From an optimization exercise on the open Yosys and OpenROAD flow, aimed at small area, a short achievable clock period and few clock cycles per item; shortcuts taken in it are not production practice.
Where RTL was checked, it was by simulation tests only, not by an equivalence proof against the original.

== oak ==
Design des_core, start of the top module:
module des_core
(
	input  logic        clk,
	input  logic        rst,
	input  logic        i_start,
	input  logic        i_mode,
	input  logic [63:0] i_key,
	input  logic [63:0] i_block,
	output logic        o_valid,
	output logic [63:0] o_block
);
	logic       act;
	logic       vld;
	logic [3:0] cnt;
	logic       mode_q;
	logic       act_next;
	logic       vld_next;
	logic       mode_next;
	logic       one_next;
	logic       sel_l1, sel_l2, sel_r1, sel_r2;
	assign vld_next  = act && !vld && (cnt == 4'd15);
	assign act_next  = act ? !vld : i_start;
	assign mode_next = act ? mode_q : i_mode;
	assign one_next  = !act || (cnt == 4'd6) || (cnt == 4'd13) || (cnt == 4'd14);
	always_ff @(posedge clk or posedge rst)
	begin
		if (rst)
		begin
			act    <= 1'b0;
			vld    <= 1'b0;
			sel_l1 <= 1'b0;
			sel_l2 <= 1'b0;
			sel_r1 <= 1'b0;
			sel_r2 <= 1'b0;
		end
		else
		begin
			act    <= act_next;
			vld    <= vld_next;
			sel_l1 <= act_next && !mode_next && one_next;
			sel_l2 <= act_next && !mode_next && !one_next;
			sel_r1 <= act_next && mode_next && one_next;
  ...
==> module des_core, before the edit <==
module des_core
(
	input  logic        clk,
	input  logic        rst,
	input  logic        i_start,
	input  logic        i_mode,
	input  logic [63:0] i_key,
	input  logic [63:0] i_block,
	output logic        o_valid,
	output logic [63:0] o_block
);
	logic       act;
	logic       vld;
	logic [3:0] cnt;
	logic       mode_q;
	logic       act_next;
	logic       vld_next;
	logic       mode_next;
	logic       one_next;
	logic       sel_l1, sel_l2, sel_r1, sel_r2;
	assign vld_next  = act && !vld && (cnt == 4'd15);
	assign act_next  = act ? !vld : i_start;
	assign mode_next = act ? mode_q : i_mode;
	assign one_next  = !act || (cnt == 4'd6) || (cnt == 4'd13) || (cnt == 4'd14);
	always_ff @(posedge clk or posedge rst)
	begin
		if (rst)
		begin
			act    <= 1'b0;
			vld    <= 1'b0;
			sel_l1 <= 1'b0;
			sel_l2 <= 1'b0;
			sel_r1 <= 1'b0;
			sel_r2 <= 1'b0;
		end
		else
		begin
			act    <= act_next;
			vld    <= vld_next;
			sel_l1 <= act_next && !mode_next && one_next;
			sel_l2 <= act_next && !mode_next && !one_next;
			sel_r1 <= act_next && mode_next && one_next;
			sel_r2 <= act_next && mode_next && !one_next;
		end
	end
	always_ff @(posedge clk)
	begin
		mode_q <= mode_next;
		cnt    <= act ? cnt + 4'd1 : 4'd0;
	end
	logic [55:0] pc1_key;
	logic [55:0] cd;
	logic [55:0] cd_next;
	logic [27:0] c;
	logic [27:0] d;
	logic [47:0] subkey;
	always_comb
	begin
		for (int i = 0; i < 56; i++)
			pc1_key[55 - i] = i_key[64 - des_tables_pkg::PC1_TABLE[7 * (55 - i) +: 7]];
	end
	assign c = cd[55:28];
	assign d = cd[27:0];
	logic s_ld_d, s_ld_e;
	assign s_ld_d = !act && i_mode;
	assign s_ld_e = !act && !i_mode;
	assign cd_next =
		({56{s_ld_d}} & pc1_key) |
		({56{s_ld_e}} & {pc1_key[54:28], pc1_key[55], pc1_key[26:0], pc1_key[27]}) |
		({56{sel_l1}} & {c[26:0], c[27], d[26:0], d[27]}) |
		({56{sel_l2}} & {c[25:0], c[27:26], d[25:0], d[27:26]}) |
		({56{sel_r1}} & {c[0], c[27:1], d[0], d[27:1]}) |
		({56{sel_r2}} & {c[1:0], c[27:2], d[1:0], d[27:2]});
	always_ff @(posedge clk)
		cd <= cd_next;
	always_comb
	begin
		for (int i = 0; i < 48; i++)
			subkey[47 - i] = cd[56 - des_tables_pkg::PC2_TABLE[7 * (47 - i) +: 7]];
	end
	logic [31:0] l_q;
	logic [31:0] r_q;
	logic [31:0] f_out;
	logic [63:0] ip_block;
	logic [63:0] pre;
	logic [63:0] fp_block;
	always_comb
	begin
		for (int i = 0; i < 64; i++)
			ip_block[63 - i] = i_block[64 - des_tables_pkg::IP_TABLE[7 * (63 - i) +: 7]];
	end
	des_feistel u_feistel (
		.i_right  (r_q),
		.i_subkey (subkey),
		.o_f      (f_out)
	);
	always_ff @(posedge clk)
	begin
		if (!act)
		begin
			l_q <= ip_block[63:32];
			r_q <= ip_block[31:0];
		end
		else
		begin
			l_q <= r_q;
			r_q <= l_q ^ f_out;
		end
	end
	assign pre = {r_q, l_q};
	always_comb
	begin
		for (int i = 0; i < 64; i++)
			fp_block[63 - i] = pre[64 - des_tables_pkg::FP_TABLE[7 * (63 - i) +: 7]];
	end
	assign o_valid = vld;
	assign o_block = vld ? fp_block : 64'd0;
endmodule
export LEC_CHECK = 0
export CAP_MARGIN = 20
export CORE_MARGIN = 2
export CORE_UTILIZATION = 45
export CTS_BUF_LIST = sky130_fd_sc_hd__clkbuf_4 sky130_fd_sc_hd__clkbuf_8
export SETUP_SLACK_MARGIN = 1.5
export SLEW_MARGIN = 20
create_clock -name core_clock -period 4.0 [get_ports {clk}]
standard.sh (not shown) runs the stock make flow with config.mk's settings and CLKGATE_MAP_FILE= SYNTH_SCRIPT=/design/flow/synth_recipe.tcl, a recipe that flattens the netlist after the stock synthesis.
==> flow/flow/run.sh <==
#!/bin/bash
# Own layout flow: the standard ORFS flow with two changes.
#  1. Synthesis: ORFS's synthesis script unchanged, but with an area-oriented ABC
#     script (flow/abc_map.script) and without the half/full-adder extraction.
#     a222oi is not used: its pins are hard to reach for the router.
#  2. Port buffers: buffer_ports uses the smallest buffer (buf_1).
#  3. Clock tree: clkbuf_4/clkbuf_8 only, and no dummy loads.
# Every tool's output goes to the ORFS logs under orfs/logs and to flow_*.log here.
set -euo pipefail
WORK=$(pwd)
R=$WORK/orfs/results/$FLOW_PLATFORM/des_core/base

# private copy of the ORFS scripts folder for synthesis, with our ABC script
rm -rf "$WORK/synth_scripts"
cp -r "$FLOW_HOME/scripts" "$WORK/synth_scripts"
cp "$WORK/flow/abc_map.script" "$WORK/synth_scripts/abc_area.script"
sed -i 's/^set lib_dont_use_args ""$/set lib_dont_use_args "-dont_use sky130_fd_sc_hd__a222oi_1"/' \
	"$WORK/synth_scripts/synth_preamble.tcl"
grep -q 'a222oi' "$WORK/synth_scripts/synth_preamble.tcl"

SCRIPTS_DIR="$WORK/synth_scripts" ABC_AREA=1 ADDER_MAP_FILE= \
	bash standard.sh synth > "$WORK/flow_synth.log" 2>&1

BUFFER_PORTS_ARGS="-buffer_cell sky130_fd_sc_hd__buf_1" \
	CTS_ARGS="-sink_clustering_enable -repair_clock_nets -buf_list {sky130_fd_sc_hd__clkbuf_4 sky130_fd_sc_hd__clkbuf_8} -dont_use_dummy_load" \
	bash standard.sh > "$WORK/flow_layout.log" 2>&1
==> flow/flow/abc_map.script <==
strash; &get -n; &fraig -x; &put; dc2; strash; &get -n; &dch -f; &nf -R 1000; &put
Testbench counts of oak, summed over its fixed seeds: cycles 43,200, items 2,400.
Input changes introduced in pine (baseline for comparison: oak):
--- a/flow/design.v
+++ b/flow/design.v
@@ -219,20 +219,16 @@
 		.i_right  (r_q),
 		.i_subkey (subkey),
 		.o_f      (f_out)
 	);
+	logic [31:0] r_base;
+	logic [31:0] f_masked;
+	assign r_base   = act ? l_q : ip_block[31:0];
+	assign f_masked = act ? f_out : 32'd0;
 	always_ff @(posedge clk)
 	begin
-		if (!act)
-		begin
-			l_q <= ip_block[63:32];
-			r_q <= ip_block[31:0];
-		end
-		else
-		begin
-			l_q <= r_q;
-			r_q <= l_q ^ f_out;
-		end
+		l_q <= act ? r_q : ip_block[63:32];
+		r_q <= r_base ^ f_masked;
 	end
 	assign pre = {r_q, l_q};
 	always_comb
 	begin
Results
oak reports its critical-path cell with the highest stage delay as sky130_fd_sc_hd__dfxtp_1 while pine reports sky130_fd_sc_hd__o311ai_1. Taking oak as the reference, in pine number of cells in the finished layout apart from fillers down about 0.3%, sequential share of layout area neither gained nor lost much, minimum clock period after layout climbed 0.096 ns.
Function not checked in pine: the RTL went through the layout flow alone.

---

## the previous run
des_core, a different RTL version from the one above (not shown whole).
Size: ~1,400 cells after synthesis, ~9000 um2 of cells after synthesis.
==> module des_core, before the edit <==
module des_core
(
	input  logic        clk,
	input  logic        rst,
	input  logic        i_start,
	input  logic        i_mode,
	input  logic [63:0] i_key,
	input  logic [63:0] i_block,
	output logic        o_valid,
	output logic [63:0] o_block
);
	logic       busy;
	logic       vld;
	logic [3:0] cnt;
	logic       mode_q;
	logic       load;
	logic       one;
	assign load = !busy && !vld && i_start;
	always_ff @(posedge clk or posedge rst)
	begin
		if (rst)
		begin
			busy <= 1'b0;
			vld  <= 1'b0;
		end
		else
		begin
			vld <= busy && (cnt == 4'd15);
			if (load)
				busy <= 1'b1;
			else if (cnt == 4'd15)
				busy <= 1'b0;
		end
	end
	always_ff @(posedge clk)
	begin
		if (load)
		begin
			cnt    <= 4'd0;
			mode_q <= i_mode;
		end
		else
			cnt <= cnt + 4'd1;
	end
	assign one = (cnt == 4'd0) || (cnt == 4'd7) || (cnt[3:1] == 3'b111);
	logic [55:0] pc1_key;
	logic [55:0] cd;
	logic [55:0] cd_next;
	logic [27:0] c;
	logic [27:0] d;
	logic [47:0] subkey;
	always_comb
	begin
		for (int i = 0; i < 56; i++)
			pc1_key[55 - i] = i_key[64 - des_tables_pkg::PC1_TABLE[7 * (55 - i) +: 7]];
	end
	assign c = cd[55:28];
	assign d = cd[27:0];
	logic s_ld_d, s_ld_e, s_l1, s_l2, s_r1, s_r2;
	assign s_ld_d = load && i_mode;
	assign s_ld_e = load && !i_mode;
	assign s_l1   = !load && !mode_q && one;
	assign s_l2   = !load && !mode_q && !one;
	assign s_r1   = !load && mode_q && one;
	assign s_r2   = !load && mode_q && !one;
	assign cd_next =
		({56{s_ld_d}} & pc1_key) |
		({56{s_ld_e}} & {pc1_key[54:28], pc1_key[55], pc1_key[26:0], pc1_key[27]}) |
		({56{s_l1}} & {c[26:0], c[27], d[26:0], d[27]}) |
		({56{s_l2}} & {c[25:0], c[27:26], d[25:0], d[27:26]}) |
		({56{s_r1}} & {c[0], c[27:1], d[0], d[27:1]}) |
		({56{s_r2}} & {c[1:0], c[27:2], d[1:0], d[27:2]});
	always_ff @(posedge clk)
		cd <= cd_next;
	always_comb
	begin
		for (int i = 0; i < 48; i++)
			subkey[47 - i] = cd[56 - des_tables_pkg::PC2_TABLE[7 * (47 - i) +: 7]];
	end
	logic [31:0] l_q;
	logic [31:0] r_q;
	logic [31:0] f_out;
	logic [63:0] ip_block;
	logic [63:0] pre;
	logic [63:0] fp_block;
	always_comb
	begin
		for (int i = 0; i < 64; i++)
			ip_block[63 - i] = i_block[64 - des_tables_pkg::IP_TABLE[7 * (63 - i) +: 7]];
	end
	des_feistel u_feistel (
		.i_right  (r_q),
		.i_subkey (subkey),
		.o_f      (f_out)
	);
	always_ff @(posedge clk)
	begin
		if (load)
		begin
			l_q <= ip_block[63:32];
			r_q <= ip_block[31:0];
		end
		else
		begin
			l_q <= r_q;
			r_q <= l_q ^ f_out;
		end
	end
	assign pre = {r_q, l_q};
	always_comb
	begin
		for (int i = 0; i < 64; i++)
			fp_block[63 - i] = pre[64 - des_tables_pkg::FP_TABLE[7 * (63 - i) +: 7]];
	end
	assign o_valid = vld;
	assign o_block = vld ? fp_block : 64'd0;
endmodule
==> flow/config.mk <==
export PLATFORM = sky130hd
export DESIGN_NAME = des_core
export DESIGN_NICKNAME = des_core
export VERILOG_FILES = /design/flow/design.v
export SDC_FILE = /design/flow/constraint.sdc
export NUM_CORES = 4
export LEC_CHECK = 0
export CAP_MARGIN = 20
export CORE_MARGIN = 2
export CORE_UTILIZATION = 55
export SETUP_SLACK_MARGIN = 1.5
export SLEW_MARGIN = 20
==> flow/constraint.sdc <==
create_clock -name core_clock -period 4.0 [get_ports {clk}]
set_input_delay 0.8000 -clock core_clock [delete_from_list [all_inputs] [get_ports {clk}]]
set_output_delay 0.8000 -clock core_clock [all_outputs]
set_load 0.01 [all_outputs]
==> flow/flow/run.sh <==
#!/bin/bash
# Own layout flow: the standard ORFS flow with two changes.
#  1. Synthesis: ORFS's synthesis script unchanged, but with an area-oriented ABC
#     script (flow/abc_map.script) and without the half/full-adder extraction.
#  2. Port buffers: buffer_ports uses the smallest buffer (buf_1).
# Every tool's output goes to the ORFS logs under orfs/logs and to flow_*.log here.
set -euo pipefail
WORK=$(pwd)
R=$WORK/orfs/results/$FLOW_PLATFORM/des_core/base

# private copy of the ORFS scripts folder for synthesis, with our ABC script
rm -rf "$WORK/synth_scripts"
cp -r "$FLOW_HOME/scripts" "$WORK/synth_scripts"
cp "$WORK/flow/abc_map.script" "$WORK/synth_scripts/abc_area.script"

SCRIPTS_DIR="$WORK/synth_scripts" ABC_AREA=1 ADDER_MAP_FILE= \
	bash standard.sh synth > "$WORK/flow_synth.log" 2>&1

BUFFER_PORTS_ARGS="-buffer_cell sky130_fd_sc_hd__buf_1" \
	bash standard.sh > "$WORK/flow_layout.log" 2>&1
==> flow/flow/abc_map.script <==
strash; ifraig; dc2; dch -f; map -a; topo
Testbench counts of the previous run, summed over its fixed seeds: cycles 43,200, items 2,400.
## Diff of input files: the current run against the previous run
--- a/flow/design.v
+++ b/flow/design.v
@@ -136,15 +136,17 @@
 	output logic [63:0] o_block
 );
+	logic       idle;
 	logic       busy;
 	logic       vld;
 	logic [3:0] cnt;
 	logic       mode_q;
-	logic       load;
 	logic       one;
-	assign load = !busy && !vld && i_start;
+	logic       last;
+	assign last = (cnt == 4'd15);
 	always_ff @(posedge clk or posedge rst)
 	begin
 		if (rst)
 		begin
+			idle <= 1'b1;
 			busy <= 1'b0;
 			vld  <= 1'b0;
@@ -152,22 +154,23 @@
 		else
 		begin
-			vld <= busy && (cnt == 4'd15);
-			if (load)
-				busy <= 1'b1;
-			else if (cnt == 4'd15)
-				busy <= 1'b0;
+			idle <= (idle && !i_start) || vld;
+			busy <= (idle && i_start) || (busy && !last);
+			vld  <= busy && last;
 		end
 	end
 	always_ff @(posedge clk)
 	begin
-		if (load)
+		if (idle)
 		begin
 			cnt    <= 4'd0;
 			mode_q <= i_mode;
+			one    <= 1'b1;
 		end
 		else
+		begin
 			cnt <= cnt + 4'd1;
-	end
-	assign one = (cnt == 4'd0) || (cnt == 4'd7) || (cnt[3:1] == 3'b111);
+			one <= (cnt == 4'd6) || (cnt == 4'd13) || (cnt == 4'd14);
+		end
+	end
 	logic [55:0] pc1_key;
 	logic [55:0] cd;
@@ -184,10 +187,10 @@
 	assign d = cd[27:0];
 	logic s_ld_d, s_ld_e, s_l1, s_l2, s_r1, s_r2;
-	assign s_ld_d = load && i_mode;
-	assign s_ld_e = load && !i_mode;
-	assign s_l1   = !load && !mode_q && one;
-	assign s_l2   = !load && !mode_q && !one;
-	assign s_r1   = !load && mode_q && one;
-	assign s_r2   = !load && mode_q && !one;
+	assign s_ld_d = idle && i_mode;
+	assign s_ld_e = idle && !i_mode;
+	assign s_l1   = !idle && !mode_q && one;
+	assign s_l2   = !idle && !mode_q && !one;
+	assign s_r1   = !idle && mode_q && one;
+	assign s_r2   = !idle && mode_q && !one;
 	assign cd_next =
 		({56{s_ld_d}} & pc1_key) |
@@ -222,5 +225,5 @@
 	always_ff @(posedge clk)
 	begin
-		if (load)
+		if (idle)
 		begin
 			l_q <= ip_block[63:32];
==> comparison <==
Cell count delta (the previous run -> the current run): insignificant. Changes observed in the current run relative to the previous run: period utilization now sits lower. Async set-or-reset flop fraction in the synthesized netlist sits higher in the current run than in the previous run. Average footprint of a synthesized cell essentially unchanged between the current run and the previous run. Lower first-pass GRT wire length goes to the current run over the previous run.
Testbench counts of the current run, summed over its fixed seeds: cycles 43,200, items 2,400.

---

des_core, a different RTL version from the one above (not shown whole).
For scale: ~1100 cells after synthesis.
==> module des_core, before the edit <==
module des_core
(
	input  logic        clk,
	input  logic        rst,
	input  logic        i_start,
	input  logic        i_mode,
	input  logic [63:0] i_key,
	input  logic [63:0] i_block,
	output logic        o_valid,
	output logic [63:0] o_block
);
	logic       act;
	logic       vld;
	logic [3:0] cnt;
	logic       mode_q;
	logic       act_next;
	logic       vld_next;
	logic       mode_next;
	logic       one_next;
	logic       one;
	logic       sel_l1, sel_l2, sel_r1, sel_r2;
	assign vld_next  = act && !vld && (cnt == 4'd15);
	assign act_next  = act ? !vld : i_start;
	assign mode_next = act ? mode_q : i_mode;
	assign one_next  = !act || (cnt == 4'd6) || (cnt == 4'd13) || (cnt == 4'd14);
	always_ff @(posedge clk or posedge rst)
	begin
		if (rst)
		begin
			act <= 1'b0;
			vld <= 1'b0;
		end
		else
		begin
			act <= act_next;
			vld <= vld_next;
		end
	end
	assign sel_l1 = act && !mode_q && one;
	assign sel_l2 = act && !mode_q && !one;
	assign sel_r1 = act && mode_q && one;
	assign sel_r2 = act && mode_q && !one;
	always_ff @(posedge clk)
	begin
		mode_q <= mode_next;
		one    <= one_next;
		cnt    <= act ? cnt + 4'd1 : 4'd0;
	end
	logic [55:0] pc1_key;
	logic [55:0] cd;
	logic [55:0] cd_next;
	logic [27:0] c;
	logic [27:0] d;
	logic [47:0] subkey;
	always_comb
	begin
		for (int i = 0; i < 56; i++)
			pc1_key[55 - i] = i_key[64 - des_tables_pkg::PC1_TABLE[7 * (55 - i) +: 7]];
	end
	assign c = cd[55:28];
	assign d = cd[27:0];
	logic s_ld_d, s_ld_e;
	assign s_ld_d = !act && i_mode;
	assign s_ld_e = !act && !i_mode;
	assign cd_next =
		({56{s_ld_d}} & pc1_key) |
		({56{s_ld_e}} & {pc1_key[54:28], pc1_key[55], pc1_key[26:0], pc1_key[27]}) |
		({56{sel_l1}} & {c[26:0], c[27], d[26:0], d[27]}) |
		({56{sel_l2}} & {c[25:0], c[27:26], d[25:0], d[27:26]}) |
		({56{sel_r1}} & {c[0], c[27:1], d[0], d[27:1]}) |
		({56{sel_r2}} & {c[1:0], c[27:2], d[1:0], d[27:2]});
	always_ff @(posedge clk)
		cd <= cd_next;
	always_comb
	begin
		for (int i = 0; i < 48; i++)
			subkey[47 - i] = cd[56 - des_tables_pkg::PC2_TABLE[7 * (47 - i) +: 7]];
	end
	logic [31:0] l_q;
	logic [31:0] r_q;
	logic [31:0] f_out;
	logic [63:0] ip_block;
	logic [63:0] pre;
	logic [63:0] fp_block;
	always_comb
	begin
		for (int i = 0; i < 64; i++)
			ip_block[63 - i] = i_block[64 - des_tables_pkg::IP_TABLE[7 * (63 - i) +: 7]];
	end
	des_feistel u_feistel (
		.i_right  (r_q),
		.i_subkey (subkey),
		.o_f      (f_out)
	);
	always_ff @(posedge clk)
	begin
		if (!act)
		begin
			l_q <= ip_block[63:32];
			r_q <= ip_block[31:0];
		end
		else
		begin
			l_q <= r_q;
			r_q <= l_q ^ f_out;
		end
	end
	assign pre = {r_q, l_q};
	always_comb
	begin
		for (int i = 0; i < 64; i++)
			fp_block[63 - i] = pre[64 - des_tables_pkg::FP_TABLE[7 * (63 - i) +: 7]];
	end
	assign o_valid = vld;
	assign o_block = vld ? fp_block : 64'd0;
endmodule
clock: 4.0 ns
lec_check: 0
cap_margin: 5
core_margin: 2
core_utilization: 40
cts_buf_list: sky130_fd_sc_hd__clkbuf_4 sky130_fd_sc_hd__clkbuf_8
setup_slack_margin: 1.5
slew_margin: 5
==> flow/flow/run.sh <==
#!/bin/bash
# Own layout flow: the standard ORFS flow with two changes.
#  1. Synthesis: ORFS's synthesis script unchanged, but with an area-oriented ABC
#     script (flow/abc_map.script) and without the half/full-adder extraction.
#     a222oi is not used: its pins are hard to reach for the router.
#  2. Port buffers: buffer_ports uses the smallest buffer (buf_1).
#  3. Clock tree: clkbuf_4/clkbuf_8 only, and no dummy loads.
# Every tool's output goes to the ORFS logs under orfs/logs and to flow_*.log here.
set -euo pipefail
WORK=$(pwd)
R=$WORK/orfs/results/$FLOW_PLATFORM/des_core/base

# private copy of the ORFS scripts folder for synthesis, with our ABC script
rm -rf "$WORK/synth_scripts"
cp -r "$FLOW_HOME/scripts" "$WORK/synth_scripts"
cp "$WORK/flow/abc_map.script" "$WORK/synth_scripts/abc_area.script"
sed -i 's/^set lib_dont_use_args ""$/set lib_dont_use_args "-dont_use sky130_fd_sc_hd__a222oi_1"/' \
	"$WORK/synth_scripts/synth_preamble.tcl"
grep -q 'a222oi' "$WORK/synth_scripts/synth_preamble.tcl"

SCRIPTS_DIR="$WORK/synth_scripts" ABC_AREA=1 ADDER_MAP_FILE= \
	bash standard.sh synth > "$WORK/flow_synth.log" 2>&1

BUFFER_PORTS_ARGS="-buffer_cell sky130_fd_sc_hd__buf_1" \
	CTS_ARGS="-sink_clustering_enable -repair_clock_nets -buf_list {sky130_fd_sc_hd__clkbuf_4 sky130_fd_sc_hd__clkbuf_8} -dont_use_dummy_load" \
	bash standard.sh > "$WORK/flow_layout.log" 2>&1
==> flow/flow/abc_map.script <==
strash; &get -n; &fraig -x; &put; dc2; strash; &get -n; &dch -f; &nf -R 1000; &put
Next try:
--- a/flow/design.v
+++ b/flow/design.v
@@ -143,7 +143,6 @@
 	logic       vld_next;
 	logic       mode_next;
 	logic       one_next;
-	logic       one;
 	logic       sel_l1, sel_l2, sel_r1, sel_r2;
 	assign vld_next  = act && !vld && (cnt == 4'd15);
 	assign act_next  = act ? !vld : i_start;
@@ -153,23 +152,26 @@
 	begin
 		if (rst)
 		begin
-			act <= 1'b0;
-			vld <= 1'b0;
+			act    <= 1'b0;
+			vld    <= 1'b0;
+			sel_l1 <= 1'b0;
+			sel_l2 <= 1'b0;
+			sel_r1 <= 1'b0;
+			sel_r2 <= 1'b0;
 		end
 		else
 		begin
-			act <= act_next;
-			vld <= vld_next;
-		end
-	end
-	assign sel_l1 = act && !mode_q && one;
-	assign sel_l2 = act && !mode_q && !one;
-	assign sel_r1 = act && mode_q && one;
-	assign sel_r2 = act && mode_q && !one;
+			act    <= act_next;
+			vld    <= vld_next;
+			sel_l1 <= act_next && !mode_next && one_next;
+			sel_l2 <= act_next && !mode_next && !one_next;
+			sel_r1 <= act_next && mode_next && one_next;
+			sel_r2 <= act_next && mode_next && !one_next;
+		end
+	end
 	always_ff @(posedge clk)
 	begin
 		mode_q <= mode_next;
-		one    <= one_next;
 		cnt    <= act ? cnt + 4'd1 : 4'd0;
 	end
 	logic [55:0] pc1_key;
Setup slack improved by 0.073 ns.
Die area goes up by 0.54%.
Routed wire length goes down by about 1.4%.
Cell area goes up by 0.39%.
Utilization hardly moves.
Clock skew goes up by 0.017 ns.
Worst hold slack improved by 0.011 ns.
Global-route usage goes down by 0.14 points.
Testbench counts after the change, summed over its fixed seeds: cycles 43,200, items 2,400.
Only the layout flow was run in the first run of this note; the RTL was not checked for function there.

[afterwards: timing with drivers on the ports]
No port has a modelled driver above. Below, the same layouts with a new extraction and two added sets of constraints. Step 1 sets driving cells, clkbuf_16 on the clock port and buf_2 on the other inputs (assumed; they add their load-dependent delay and slew). Step 2 times the ports against the registers' clock, not the clock port: input delays grow and output delays shrink by t, the midpoint of the rising clock arrivals with the driver on. a / b / c = ideal ports / drivers / drivers and shift; a / b = the first two.
| run | t, ns | setup WS [ns] | cell pins on the clock port's net |
|---|---|---|---|
| oak | 0.489 | 1.582 / 1.582 / 1.582 | 1 |
| pine | 0.491 | 1.487 / 1.487 / 1.487 | 1 |
| the previous run | 0.469 | 1.546 / 1.546 / 1.425 | 1 |
| the current run | 0.472 | 1.598 / 1.598 / 1.598 | 1 |
| the first run of note 3 | 0.471 | 1.537 / 1.537 / 1.524 | 1 |
| the second run of note 3 | 0.489 | 1.611 / 1.611 / 1.439 | 1 |
After both steps every run listed still meets setup and hold. The setup slack of the second run of note 3, which loses most, moves by 0.000 ns with the drivers and by -0.172 ns with both steps.
